Context: an optimization exercise on an open-source flow, tuned for a short achievable clock period and few clock cycles. The choices shown serve that exercise and are no tape-out recipe.
RTL that was checked went through simulation tests only; none was proved equivalent to the original.
No driver is modelled on the clock port, so clock power and skew are understated where the tree is cut down; a real chip needs a root buffer or a tree.
Power and IR drop assume default switching activity.

==> inputs of run a <==
Design processor, start of the top module:
module processor (
    input  logic  clock,
    input  logic  rst_n,
    output cpu_pkg::addr_t fetch_address,
    input  cpu_pkg::word_t instruction,
    output cpu_pkg::addr_t memory_address,
    output logic  memory_read,
    output logic  memory_write,
    output cpu_pkg::word_t memory_write_data,
    input  cpu_pkg::word_t memory_read_data
);
    logic [31:0] pc;                  
    logic        d_valid;
    logic [4:0]  d_rs, d_rt, d_dst;
    logic        d_wr, d_lw, d_sw, d_beq, d_bne, d_use_imm, d_addiu;
    logic [31:0] d_imm;
    logic [4:0]  d_op;
    logic        d_pred, d_redirect;
    logic [31:0] d_tgt;
    logic [3:0][31:0] d_rs_sel, d_rt_sel;   
    logic [31:0] e_a, e_b, e_t;
    logic [3:0][6:0] e_fa, e_fb;       
    logic [3:0][7:0] e_fx;
    logic [3:0]  e_ft;
    logic [4:0]  e_op_n;
    logic [6:0]  e_op_l;
    logic [1:0]  e_op_ll;
    logic        e_addr_l;
    logic [7:0][4:0] e_kind;           
    logic        e_sl_a;
    logic        e_wr, e_load, e_store;
    logic [5:0]  e_mis_eq, e_mis_ne;   
    logic        e_mis_same, e_mis_l_eq, e_mis_l_ne;
    logic [2:0]  e_x_sel;
    logic [4:0]  e_dst;
    logic [31:0] e_alt;                
    logic [31:0] m_n, m_la, m_ls, m_lr;             
    logic        m_sltb;
    logic [7:0][4:0] m_kind;                        
    logic [31:0] m_res, m_res2;                     
    logic [31:0] m_addr, m_wdata;
    logic        m_wr, m_load, m_rd, m_store;
  ...
Settings: LEC_CHECK=0, CAP_MARGIN=20, CORE_MARGIN=2, CORE_UTILIZATION=50, SLEW_MARGIN=20, SYNTH_HIERARCHICAL=1, SYNTH_MINIMUM_KEEP_SIZE=0; clock period 10.0 ns.
standard.sh (not shown) runs the stock make flow with config.mk's settings and CLKGATE_MAP_FILE= SYNTH_SCRIPT=/design/flow/synth_recipe.tcl, a recipe that flattens the netlist after the stock synthesis.
==> flow/flow/run.sh <==
#!/bin/bash
# The standard ORFS layout (standard.sh), with these changes to how it works:
# - timing repair aims 7.3 ns below the 10 ns clock (SETUP_SLACK_MARGIN; the SDC
#   is unchanged, the margin only sets how far repair_timing goes);
# - the clock tree is built by flow/mycts.tcl (through the PRE_CTS_TCL hook):
#   four root buffers at the clock port, each driving four middle buffers,
#   each driving leaf buffers over balanced clusters of about 14 flip-flops,
#   instead of TritonCTS's tree.
set -uo pipefail
here=$(pwd)
export SETUP_SLACK_MARGIN=7.3
export PRE_CTS_TCL=$here/flow/pre_cts.tcl
export MYCTS_PER_LEAF=14
export MYCTS_NMID=16
bash standard.sh > make_flow.log 2>&1
Other scripts of this flow, unchanged in this note and not shown: flow/flow/mycts.tcl, flow/flow/pre_cts.tcl
==> inputs of run b, as changes to run a <==
--- a/flow/design.v
+++ b/flow/design.v
@@ -366,15 +366,15 @@
     input  logic [31:0] w_val,         
     input  logic [31:0] m_n,           
     input  logic [31:0] m_la,
     input  logic [31:0] m_ls,
     input  logic [31:0] m_lr,
     input  logic        m_sltb,
-    input  logic [3:0][6:0] fa_c,      
-    input  logic [3:0][6:0] fb_c,      
-    input  logic [3:0][7:0] fx_c,      
+    input  logic [6:0]  fa,            
+    input  logic [6:0]  fb,            
+    input  logic [7:0]  fx,            
     input  logic [3:0]  ft,            
     input  logic [4:0]  op_n,
     input  logic [6:0]  op_l,
     input  logic [1:0]  op_ll,
     input  logic        addr_l,        
     input  logic        sl_a,          
@@ -391,17 +391,12 @@
     logic [31:0] p_add, p_sub, p_la, p_ls, p_lr;
     logic [31:0] c_add, c_sub, c_la, c_ls, c_lr;
     genvar i;
     generate
         for (i = 0; i < 32; i++) begin : g_fwd
             logic a0, a1, a2, a3, b0, b1, b2, b3, x0, x1, x2, x3, t0, t1;
-            logic [6:0] fa, fb;
-            logic [7:0] fx;
-            assign fa = fa_c[i/8];
-            assign fb = fb_c[i/8];
-            assign fx = fx_c[i/8];
             c_aoi22 u_a0 (.a1(fa[0]), .a2(e_a[i]), .b1(fa[1]), .b2(m_n[i]), .y(a0));
             c_aoi22 u_a1 (.a1(fa[2]), .a2(m_la[i]), .b1(fa[3]), .b2(m_ls[i]), .y(a1));
             c_aoi22 u_a2 (.a1(fa[4]), .a2(m_lr[i]), .b1(fa[6]), .b2(w_val[i]), .y(a2));
             c_aoi22 u_b0 (.a1(fb[0]), .a2(e_b[i]), .b1(fb[1]), .b2(m_n[i]), .y(b0));
             c_aoi22 u_b1 (.a1(fb[2]), .a2(m_la[i]), .b1(fb[3]), .b2(m_ls[i]), .y(b1));
             c_aoi22 u_b2 (.a1(fb[4]), .a2(m_lr[i]), .b1(fb[6]), .b2(w_val[i]), .y(b2));
@@ -444,18 +439,13 @@
     ks_core #(.W(32), .CIN(1'b1), .G0INV(1'b1)) u_ls (.g0(l_orn), .t0(l_andn), .p0(p_ls),
                                                       .s(s_ls), .cn(c_ls));
     ks_core #(.W(32), .CIN(1'b1), .G0INV(1'b0)) u_lr (.g0(l_andn), .t0(l_orn), .p0(p_lr),
                                                       .s(s_lr), .cn(c_lr));
     logic en_n;
     assign en_n  = op_n[4] & ~p_add[31];
-    logic en_sa, en_sb, slt_e_n, slt_c_n;
-    assign en_sa   = ~p_la[31] & sl_a;
-    assign en_sb   = ~p_la[31] & ~sl_a;
-    assign slt_e_n = ~(p_la[31] & (sl_a ? ld[31] : x[31]));
-    c_aoi22 u_sltc (.a1(en_sa), .a2(c_ls[31]), .b1(en_sb), .b2(c_lr[31]), .y(slt_c_n));
-    c_nand2 u_slt  (.a(slt_c_n), .b(slt_e_n), .y(slt_l));
+    assign slt_l = p_la[31] ? (sl_a ? ld[31] : x[31]) : (sl_a ? c_ls[31] : c_lr[31]);
     logic addr_ln;
     c_inv u_aln (.a(addr_l), .y(addr_ln));
     generate
         for (i = 0; i < 32; i++) begin : g_res
             logic y_n, y_e, m_l, m_n;
             c_aoi22 u_yn  (.a1(op_n[0]), .a2(s_add[i]), .b1(op_n[1]), .b2(s_sub[i]), .y(y_n));
@@ -488,28 +478,12 @@
 );
     logic one;
     assign one  = only_a | only_b;
     assign kind = {one & op_slt, only_b & op_sub, only_a & op_sub, one & op_add,
                    !(one & (op_slt | op_sub | op_add))};
 endmodule
-module fwd_select (
-    input  logic       a_r, a_m, a_l, a_w,    
-    input  logic       b_r, b_m, b_l, b_w,    
-    input  logic [4:0] kind,                  
-    input  logic       use_imm,
-    input  logic       only_a,                
-    input  logic       only_b,
-    output logic [6:0] fa,
-    output logic [6:0] fb,
-    output logic [7:0] fx
-);
-    assign fa = a_l ? 7'd0 : {a_w, {5{a_m}} & kind, a_r};
-    assign fb = use_imm ? 7'd1 : b_l ? 7'd0 : {b_w, {5{b_m}} & kind, b_r};
-    assign fx = only_a ? {!use_imm && b_w, {5{!use_imm && b_m}} & kind, use_imm || b_r, 1'b0}
-                       : only_b ? {a_w, {5{a_m}} & kind, 1'b0, a_r} : 8'd0;
-endmodule
 module m_select (
     input  logic [7:0][4:0] kind,    
     input  logic [31:0] r_n,
     input  logic [31:0] r_la,
     input  logic [31:0] r_ls,
     input  logic [31:0] r_lr,
@@ -713,14 +687,14 @@
     logic [31:0] d_imm;
     logic [4:0]  d_op;
     logic        d_pred, d_redirect;
     logic [31:0] d_tgt;
     logic [3:0][31:0] d_rs_sel, d_rt_sel;   
     logic [31:0] e_a, e_b, e_t;
-    logic [3:0][6:0] e_fa, e_fb;       
-    logic [3:0][7:0] e_fx;
+    logic [6:0]  e_fa, e_fb;
+    logic [7:0]  e_fx;
     logic [3:0]  e_ft;
     logic [4:0]  e_op_n;
     logic [6:0]  e_op_l;
     logic [1:0]  e_op_ll;
     logic        e_addr_l;
     logic [7:0][4:0] e_kind;           
@@ -829,22 +803,12 @@
     generate
         for (genvar k = 0; k < 8; k++) begin : g_kind
             kind_logic u (.only_a(only_a), .only_b(only_b), .op_add(op_add), .op_sub(op_sub),
                           .op_slt(op_slt), .kind(kind_d[k]));
         end
     endgenerate
-    logic [3:0][6:0] fa_d, fb_d;
-    logic [3:0][7:0] fx_d;
-    generate
-        for (genvar k = 0; k < 4; k++) begin : g_fsel
-            fwd_select u (.a_r(a_r), .a_m(a_m), .a_l(a_l), .a_w(a_w), .b_r(b_r), .b_m(b_m),
-                          .b_l(b_l), .b_w(b_w), .kind(kind_e), .use_imm(d_use_imm),
-                          .only_a(only_a), .only_b(only_b), .fa(fa_d[k]), .fb(fb_d[k]),
-                          .fx(fx_d[k]));
-        end
-    endgenerate
     logic       mis_if_eq, mis_if_ne;
     logic [5:0] pair;
     logic [2:0] x_sel;
     assign pair  = {a_w && b_r,
                     (a_m && b_w) || (a_w && b_m),
                     a_m && b_r,
@@ -939,15 +903,17 @@
         end
     end
     always_ff @(posedge clock) begin
         e_a        <= rs_val;
         e_b        <= d_use_imm ? d_imm : rt_val_d;
         e_t        <= rt_val_d;
-        e_fa       <= fa_d;
-        e_fb       <= fb_d;
-        e_fx       <= fx_d;
+        e_fa       <= a_l ? 7'd0 : {a_w, {5{a_m}} & kind_e, a_r};
+        e_fb       <= d_use_imm ? 7'd1 : b_l ? 7'd0 : {b_w, {5{b_m}} & kind_e, b_r};
+        e_fx       <= only_a ? {!d_use_imm && b_w, {5{!d_use_imm && b_m}} & kind_e,
+                                d_use_imm || b_r, 1'b0}
+                             : only_b ? {a_w, {5{a_m}} & kind_e, 1'b0, a_r} : 8'd0;
         e_ft       <= {b_w, b_l, b_m, b_r};
         e_op_n     <= {5{none_l}} & d_op;
         e_op_l     <= {only_a && op_slt, only_b && op_slt,
                        ((only_a || only_b) && op_or) || (both_l && (op_and || op_or)),
                        (only_a || only_b) && op_and, only_b && op_sub, only_a && op_sub,
                        (only_a || only_b) && op_add};
@@ -980,15 +946,15 @@
         .e_a    (e_a),
         .e_b    (e_b),
         .e_t    (e_t),
         .m_res  (m_res),
         .ld     (memory_read_data),
         .w_val  (w_val),
-        .fa_c   (e_fa),
-        .fb_c   (e_fb),
-        .fx_c   (e_fx),
+        .fa     (e_fa),
+        .fb     (e_fb),
+        .fx     (e_fx),
         .ft     (e_ft),
         .op_n   (e_op_n),
         .op_l   (e_op_l),
         .op_ll  (e_op_ll),
         .addr_l (e_addr_l),
         .m_res2 (m_res2),
CORE_UTILIZATION = 60   (was 50)
PLACE_DENSITY = 0.7   (was default)
==> inputs of run c, as changes to run a <==
--- a/flow/design.v
+++ b/flow/design.v
@@ -131,14 +131,14 @@
 endmodule
 `default_nettype wire
 `default_nettype none
 module register_file (
     input  logic        clock,
     input  logic        rst_n,
-    input  logic [3:0][31:0] rs_sel,    
-    input  logic [3:0][31:0] rt_sel,
+    input  logic [31:0] rs_sel,
+    input  logic [31:0] rt_sel,
     output logic [31:0] rs_data,
     output logic [31:0] rt_data,
     output logic [31:1] valid_next,    
     input  logic [4:0]  write_idx,
     input  logic [31:0] write_data,
     input  logic        write_en
@@ -165,15 +165,15 @@
     generate
         for (b = 0; b < 32; b++) begin : g_bit
             logic [15:0] s1, t1;
             logic [3:0]  s2, t2;
             logic [1:0]  s3, t3;
             for (k = 0; k < 16; k++) begin : g_l1
-                c_aoi22 u_s (.a1(rs_sel[b/8][2*k]), .a2(rd[2*k][b]), .b1(rs_sel[b/8][2*k+1]),
+                c_aoi22 u_s (.a1(rs_sel[2*k]), .a2(rd[2*k][b]), .b1(rs_sel[2*k+1]),
                              .b2(rd[2*k+1][b]), .y(s1[k]));
-                c_aoi22 u_t (.a1(rt_sel[b/8][2*k]), .a2(rd[2*k][b]), .b1(rt_sel[b/8][2*k+1]),
+                c_aoi22 u_t (.a1(rt_sel[2*k]), .a2(rd[2*k][b]), .b1(rt_sel[2*k+1]),
                              .b2(rd[2*k+1][b]), .y(t1[k]));
             end
             for (k = 0; k < 4; k++) begin : g_l2
                 c_nand4 u_s (.a(s1[4*k]), .b(s1[4*k+1]), .c(s1[4*k+2]), .d(s1[4*k+3]), .y(s2[k]));
                 c_nand4 u_t (.a(t1[4*k]), .b(t1[4*k+1]), .c(t1[4*k+2]), .d(t1[4*k+3]), .y(t2[k]));
             end
@@ -183,26 +183,12 @@
             end
             c_nand2 u_s (.a(s3[0]), .b(s3[1]), .y(rs_data[b]));
             c_nand2 u_t (.a(t3[0]), .b(t3[1]), .y(rt_data[b]));
         end
     endgenerate
 endmodule
-module read_select (
-    input  logic [4:0]  idx,
-    input  logic        m_wr,
-    input  logic [4:0]  m_dst,
-    input  logic [31:1] valid_next,
-    output logic [31:0] sel
-);
-    logic byp;
-    assign byp = m_wr && m_dst == idx;
-    always_comb begin
-        sel[0] = byp;
-        for (int i = 1; i < 32; i++) sel[i] = (idx == 5'(i)) && !byp && valid_next[i];
-    end
-endmodule
 `default_nettype wire
 `default_nettype none
 module c_inv (input logic a, output logic y);
     assign y = ~a;
 endmodule
 module c_nand2 (input logic a, input logic b, output logic y);
@@ -366,15 +352,15 @@
     input  logic [31:0] w_val,         
     input  logic [31:0] m_n,           
     input  logic [31:0] m_la,
     input  logic [31:0] m_ls,
     input  logic [31:0] m_lr,
     input  logic        m_sltb,
-    input  logic [3:0][6:0] fa_c,      
-    input  logic [3:0][6:0] fb_c,      
-    input  logic [3:0][7:0] fx_c,      
+    input  logic [6:0]  fa,            
+    input  logic [6:0]  fb,            
+    input  logic [7:0]  fx,            
     input  logic [3:0]  ft,            
     input  logic [4:0]  op_n,
     input  logic [6:0]  op_l,
     input  logic [1:0]  op_ll,
     input  logic        addr_l,        
     input  logic        sl_a,          
@@ -391,17 +377,12 @@
     logic [31:0] p_add, p_sub, p_la, p_ls, p_lr;
     logic [31:0] c_add, c_sub, c_la, c_ls, c_lr;
     genvar i;
     generate
         for (i = 0; i < 32; i++) begin : g_fwd
             logic a0, a1, a2, a3, b0, b1, b2, b3, x0, x1, x2, x3, t0, t1;
-            logic [6:0] fa, fb;
-            logic [7:0] fx;
-            assign fa = fa_c[i/8];
-            assign fb = fb_c[i/8];
-            assign fx = fx_c[i/8];
             c_aoi22 u_a0 (.a1(fa[0]), .a2(e_a[i]), .b1(fa[1]), .b2(m_n[i]), .y(a0));
             c_aoi22 u_a1 (.a1(fa[2]), .a2(m_la[i]), .b1(fa[3]), .b2(m_ls[i]), .y(a1));
             c_aoi22 u_a2 (.a1(fa[4]), .a2(m_lr[i]), .b1(fa[6]), .b2(w_val[i]), .y(a2));
             c_aoi22 u_b0 (.a1(fb[0]), .a2(e_b[i]), .b1(fb[1]), .b2(m_n[i]), .y(b0));
             c_aoi22 u_b1 (.a1(fb[2]), .a2(m_la[i]), .b1(fb[3]), .b2(m_ls[i]), .y(b1));
             c_aoi22 u_b2 (.a1(fb[4]), .a2(m_lr[i]), .b1(fb[6]), .b2(w_val[i]), .y(b2));
@@ -444,18 +425,13 @@
     ks_core #(.W(32), .CIN(1'b1), .G0INV(1'b1)) u_ls (.g0(l_orn), .t0(l_andn), .p0(p_ls),
                                                       .s(s_ls), .cn(c_ls));
     ks_core #(.W(32), .CIN(1'b1), .G0INV(1'b0)) u_lr (.g0(l_andn), .t0(l_orn), .p0(p_lr),
                                                       .s(s_lr), .cn(c_lr));
     logic en_n;
     assign en_n  = op_n[4] & ~p_add[31];
-    logic en_sa, en_sb, slt_e_n, slt_c_n;
-    assign en_sa   = ~p_la[31] & sl_a;
-    assign en_sb   = ~p_la[31] & ~sl_a;
-    assign slt_e_n = ~(p_la[31] & (sl_a ? ld[31] : x[31]));
-    c_aoi22 u_sltc (.a1(en_sa), .a2(c_ls[31]), .b1(en_sb), .b2(c_lr[31]), .y(slt_c_n));
-    c_nand2 u_slt  (.a(slt_c_n), .b(slt_e_n), .y(slt_l));
+    assign slt_l = p_la[31] ? (sl_a ? ld[31] : x[31]) : (sl_a ? c_ls[31] : c_lr[31]);
     logic addr_ln;
     c_inv u_aln (.a(addr_l), .y(addr_ln));
     generate
         for (i = 0; i < 32; i++) begin : g_res
             logic y_n, y_e, m_l, m_n;
             c_aoi22 u_yn  (.a1(op_n[0]), .a2(s_add[i]), .b1(op_n[1]), .b2(s_sub[i]), .y(y_n));
@@ -488,28 +464,12 @@
 );
     logic one;
     assign one  = only_a | only_b;
     assign kind = {one & op_slt, only_b & op_sub, only_a & op_sub, one & op_add,
                    !(one & (op_slt | op_sub | op_add))};
 endmodule
-module fwd_select (
-    input  logic       a_r, a_m, a_l, a_w,    
-    input  logic       b_r, b_m, b_l, b_w,    
-    input  logic [4:0] kind,                  
-    input  logic       use_imm,
-    input  logic       only_a,                
-    input  logic       only_b,
-    output logic [6:0] fa,
-    output logic [6:0] fb,
-    output logic [7:0] fx
-);
-    assign fa = a_l ? 7'd0 : {a_w, {5{a_m}} & kind, a_r};
-    assign fb = use_imm ? 7'd1 : b_l ? 7'd0 : {b_w, {5{b_m}} & kind, b_r};
-    assign fx = only_a ? {!use_imm && b_w, {5{!use_imm && b_m}} & kind, use_imm || b_r, 1'b0}
-                       : only_b ? {a_w, {5{a_m}} & kind, 1'b0, a_r} : 8'd0;
-endmodule
 module m_select (
     input  logic [7:0][4:0] kind,    
     input  logic [31:0] r_n,
     input  logic [31:0] r_la,
     input  logic [31:0] r_ls,
     input  logic [31:0] r_lr,
@@ -711,16 +671,16 @@
     logic [4:0]  d_rs, d_rt, d_dst;
     logic        d_wr, d_lw, d_sw, d_beq, d_bne, d_use_imm, d_addiu;
     logic [31:0] d_imm;
     logic [4:0]  d_op;
     logic        d_pred, d_redirect;
     logic [31:0] d_tgt;
-    logic [3:0][31:0] d_rs_sel, d_rt_sel;   
+    logic [31:0] d_rs_sel, d_rt_sel;   
     logic [31:0] e_a, e_b, e_t;
-    logic [3:0][6:0] e_fa, e_fb;       
-    logic [3:0][7:0] e_fx;
+    logic [6:0]  e_fa, e_fb;
+    logic [7:0]  e_fx;
     logic [3:0]  e_ft;
     logic [4:0]  e_op_n;
     logic [6:0]  e_op_l;
     logic [1:0]  e_op_ll;
     logic        e_addr_l;
     logic [7:0][4:0] e_kind;           
@@ -774,22 +734,25 @@
         .sx        (f_sx),
         .alu_op    (f_op),
         .pred      (f_pred_static),
         .redirect  (f_redirect_static),
         .target    (f_tgt)
     );
-    logic [3:0][31:0] n_rs_sel, n_rt_sel;
-    logic [31:1]      rf_valid_next;
-    generate
-        for (genvar k = 0; k < 4; k++) begin : g_rsel
-            read_select u_rs (.idx(f_rs), .m_wr(m_wr), .m_dst(m_dst), .valid_next(rf_valid_next),
-                              .sel(n_rs_sel[k]));
-            read_select u_rt (.idx(f_rt), .m_wr(m_wr), .m_dst(m_dst), .valid_next(rf_valid_next),
-                              .sel(n_rt_sel[k]));
+    logic        n_rs_byp, n_rt_byp;
+    logic [31:0] n_rs_sel, n_rt_sel;
+    logic [31:1] rf_valid_next;
+    assign n_rs_byp = m_wr && m_dst == f_rs;
+    assign n_rt_byp = m_wr && m_dst == f_rt;
+    always_comb begin
+        n_rs_sel[0] = n_rs_byp;
+        n_rt_sel[0] = n_rt_byp;
+        for (int i = 1; i < 32; i++) begin
+            n_rs_sel[i] = (f_rs == 5'(i)) && !n_rs_byp && rf_valid_next[i];
+            n_rt_sel[i] = (f_rt == 5'(i)) && !n_rt_byp && rf_valid_next[i];
         end
-    endgenerate
+    end
     logic       mispredict;
     logic [7:0] mis_if_leq, mis_if_lne, mis_if_leq_n, mis_if_lne_n;
     logic [7:0] eq_l, ne_l;       
     logic [31:0] rs_val, rt_val_d;
     register_file register_file_inst (
         .clock      (clock),
@@ -829,22 +792,12 @@
     generate
         for (genvar k = 0; k < 8; k++) begin : g_kind
             kind_logic u (.only_a(only_a), .only_b(only_b), .op_add(op_add), .op_sub(op_sub),
                           .op_slt(op_slt), .kind(kind_d[k]));
         end
     endgenerate
-    logic [3:0][6:0] fa_d, fb_d;
-    logic [3:0][7:0] fx_d;
-    generate
-        for (genvar k = 0; k < 4; k++) begin : g_fsel
-            fwd_select u (.a_r(a_r), .a_m(a_m), .a_l(a_l), .a_w(a_w), .b_r(b_r), .b_m(b_m),
-                          .b_l(b_l), .b_w(b_w), .kind(kind_e), .use_imm(d_use_imm),
-                          .only_a(only_a), .only_b(only_b), .fa(fa_d[k]), .fb(fb_d[k]),
-                          .fx(fx_d[k]));
-        end
-    endgenerate
     logic       mis_if_eq, mis_if_ne;
     logic [5:0] pair;
     logic [2:0] x_sel;
     assign pair  = {a_w && b_r,
                     (a_m && b_w) || (a_w && b_m),
                     a_m && b_r,
@@ -939,15 +892,17 @@
         end
     end
     always_ff @(posedge clock) begin
         e_a        <= rs_val;
         e_b        <= d_use_imm ? d_imm : rt_val_d;
         e_t        <= rt_val_d;
-        e_fa       <= fa_d;
-        e_fb       <= fb_d;
-        e_fx       <= fx_d;
+        e_fa       <= a_l ? 7'd0 : {a_w, {5{a_m}} & kind_e, a_r};
+        e_fb       <= d_use_imm ? 7'd1 : b_l ? 7'd0 : {b_w, {5{b_m}} & kind_e, b_r};
+        e_fx       <= only_a ? {!d_use_imm && b_w, {5{!d_use_imm && b_m}} & kind_e,
+                                d_use_imm || b_r, 1'b0}
+                             : only_b ? {a_w, {5{a_m}} & kind_e, 1'b0, a_r} : 8'd0;
         e_ft       <= {b_w, b_l, b_m, b_r};
         e_op_n     <= {5{none_l}} & d_op;
         e_op_l     <= {only_a && op_slt, only_b && op_slt,
                        ((only_a || only_b) && op_or) || (both_l && (op_and || op_or)),
                        (only_a || only_b) && op_and, only_b && op_sub, only_a && op_sub,
                        (only_a || only_b) && op_add};
@@ -980,15 +935,15 @@
         .e_a    (e_a),
         .e_b    (e_b),
         .e_t    (e_t),
         .m_res  (m_res),
         .ld     (memory_read_data),
         .w_val  (w_val),
-        .fa_c   (e_fa),
-        .fb_c   (e_fb),
-        .fx_c   (e_fx),
+        .fa     (e_fa),
+        .fb     (e_fb),
+        .fx     (e_fx),
         .ft     (e_ft),
         .op_n   (e_op_n),
         .op_l   (e_op_l),
         .op_ll  (e_op_ll),
         .addr_l (e_addr_l),
         .m_res2 (m_res2),
==> flow/flow/run.sh (replaced) <==
#!/bin/bash
# The standard ORFS layout (standard.sh), with these changes to how it works:
# - timing repair aims 7.5 ns below the 10 ns clock (SETUP_SLACK_MARGIN; the SDC
#   is unchanged, the margin only sets how far repair_timing goes);
# - the clock tree is built by flow/mycts.tcl (through the PRE_CTS_TCL hook):
#   four root buffers at the clock port, each driving four middle buffers,
#   each driving leaf buffers over balanced clusters of about 14 flip-flops,
#   instead of TritonCTS's tree.
set -uo pipefail
here=$(pwd)
export SETUP_SLACK_MARGIN=7.5
export PRE_CTS_TCL=$here/flow/pre_cts.tcl
export MYCTS_PER_LEAF=14
export MYCTS_NMID=16
bash standard.sh > make_flow.log 2>&1
==> inputs of run d, as changes to run a <==
--- a/flow/design.v
+++ b/flow/design.v
@@ -202,12 +202,15 @@
 endmodule
 `default_nettype wire
 `default_nettype none
 module c_inv (input logic a, output logic y);
     assign y = ~a;
 endmodule
+module c_buf (input logic a, output logic y);
+    assign y = a;
+endmodule
 module c_nand2 (input logic a, input logic b, output logic y);
     assign y = ~(a & b);
 endmodule
 module c_nor2 (input logic a, input logic b, output logic y);
     assign y = ~(a | b);
 endmodule
@@ -774,20 +777,25 @@
         .sx        (f_sx),
         .alu_op    (f_op),
         .pred      (f_pred_static),
         .redirect  (f_redirect_static),
         .target    (f_tgt)
     );
+    logic [31:0]      n_rs_sel1, n_rt_sel1;
     logic [3:0][31:0] n_rs_sel, n_rt_sel;
     logic [31:1]      rf_valid_next;
+    read_select u_rs_sel (.idx(f_rs), .m_wr(m_wr), .m_dst(m_dst), .valid_next(rf_valid_next),
+                          .sel(n_rs_sel1));
+    read_select u_rt_sel (.idx(f_rt), .m_wr(m_wr), .m_dst(m_dst), .valid_next(rf_valid_next),
+                          .sel(n_rt_sel1));
     generate
         for (genvar k = 0; k < 4; k++) begin : g_rsel
-            read_select u_rs (.idx(f_rs), .m_wr(m_wr), .m_dst(m_dst), .valid_next(rf_valid_next),
-                              .sel(n_rs_sel[k]));
-            read_select u_rt (.idx(f_rt), .m_wr(m_wr), .m_dst(m_dst), .valid_next(rf_valid_next),
-                              .sel(n_rt_sel[k]));
+            for (genvar j = 0; j < 32; j++) begin : g_b
+                c_buf u_s (.a(n_rs_sel1[j]), .y(n_rs_sel[k][j]));
+                c_buf u_t (.a(n_rt_sel1[j]), .y(n_rt_sel[k][j]));
+            end
         end
     endgenerate
     logic       mispredict;
     logic [7:0] mis_if_leq, mis_if_lne, mis_if_leq_n, mis_if_lne_n;
     logic [7:0] eq_l, ne_l;       
     logic [31:0] rs_val, rt_val_d;
==> results.txt <==
- Register-to-register slack: run b < run a < run c < run d.
- Area after synthesis: run c < run b < run d < run a.
- In run a the sequential power is higher than in run b, by about 2.7%.
- In run b the maximum frequency is smaller than in run a, by 1.8%.
- In run a the design area is higher than in run d, by about 4.6%.
- Clock power, highest first: run a, run d, run b, run c.
- Against run d, the sequential share of layout area of run b is lower by 2.6 points.
- Sequential cell count: run a is higher than run c (249).
- Hold slack, highest first: run c, run a, run d, run b.
Testbench counts of run b, summed over its fixed seeds: cycles 34,950.
Testbench counts of run c, summed over its fixed seeds: cycles 34,950.
Testbench counts of run d, summed over its fixed seeds: cycles 34,950.
Function not checked in run a: the RTL went through the layout flow alone. No run of this note takes its clock network from TritonCTS; it comes from the design's own scripts or RTL.

==> re-timing with driven ports <==
No port has a modelled driver above. Below, the same layouts with a new extraction and two added sets of constraints. Step 1, drivers: a clkbuf_16 drives clock and a buf_2 each remaining input, both assumed. Step 2 moves the port delays by t, midway between the first and last clock arrival at a register: inputs arrive t later, outputs are due t later. That takes back most of the time a late clock gives input paths. Slacks: ideal / step 1 / step 2; pairs: ideal / step 1.
run | t, ns | setup WS [ns] | latest minus earliest clock arrival (ns) | worst data-port slew with drivers (ns)
run a | 0.822 | 6.825 / 6.626 / 6.093 | 0.114 / 0.113 | 0.37
run b | 0.814 | 6.767 / 6.644 / 6.148 | 0.124 / 0.125 | 0.46
run c | 0.784 | 6.821 / 6.697 / 6.104 | 0.107 / 0.107 | 0.16
run d | 0.818 | 6.806 / 6.611 / 6.221 | 0.125 / 0.124 | 0.20
After both steps every run listed still meets setup and hold. For run a, which loses most, drivers alone change the setup slack by -0.199 ns; drivers and shift together by -0.732 ns.
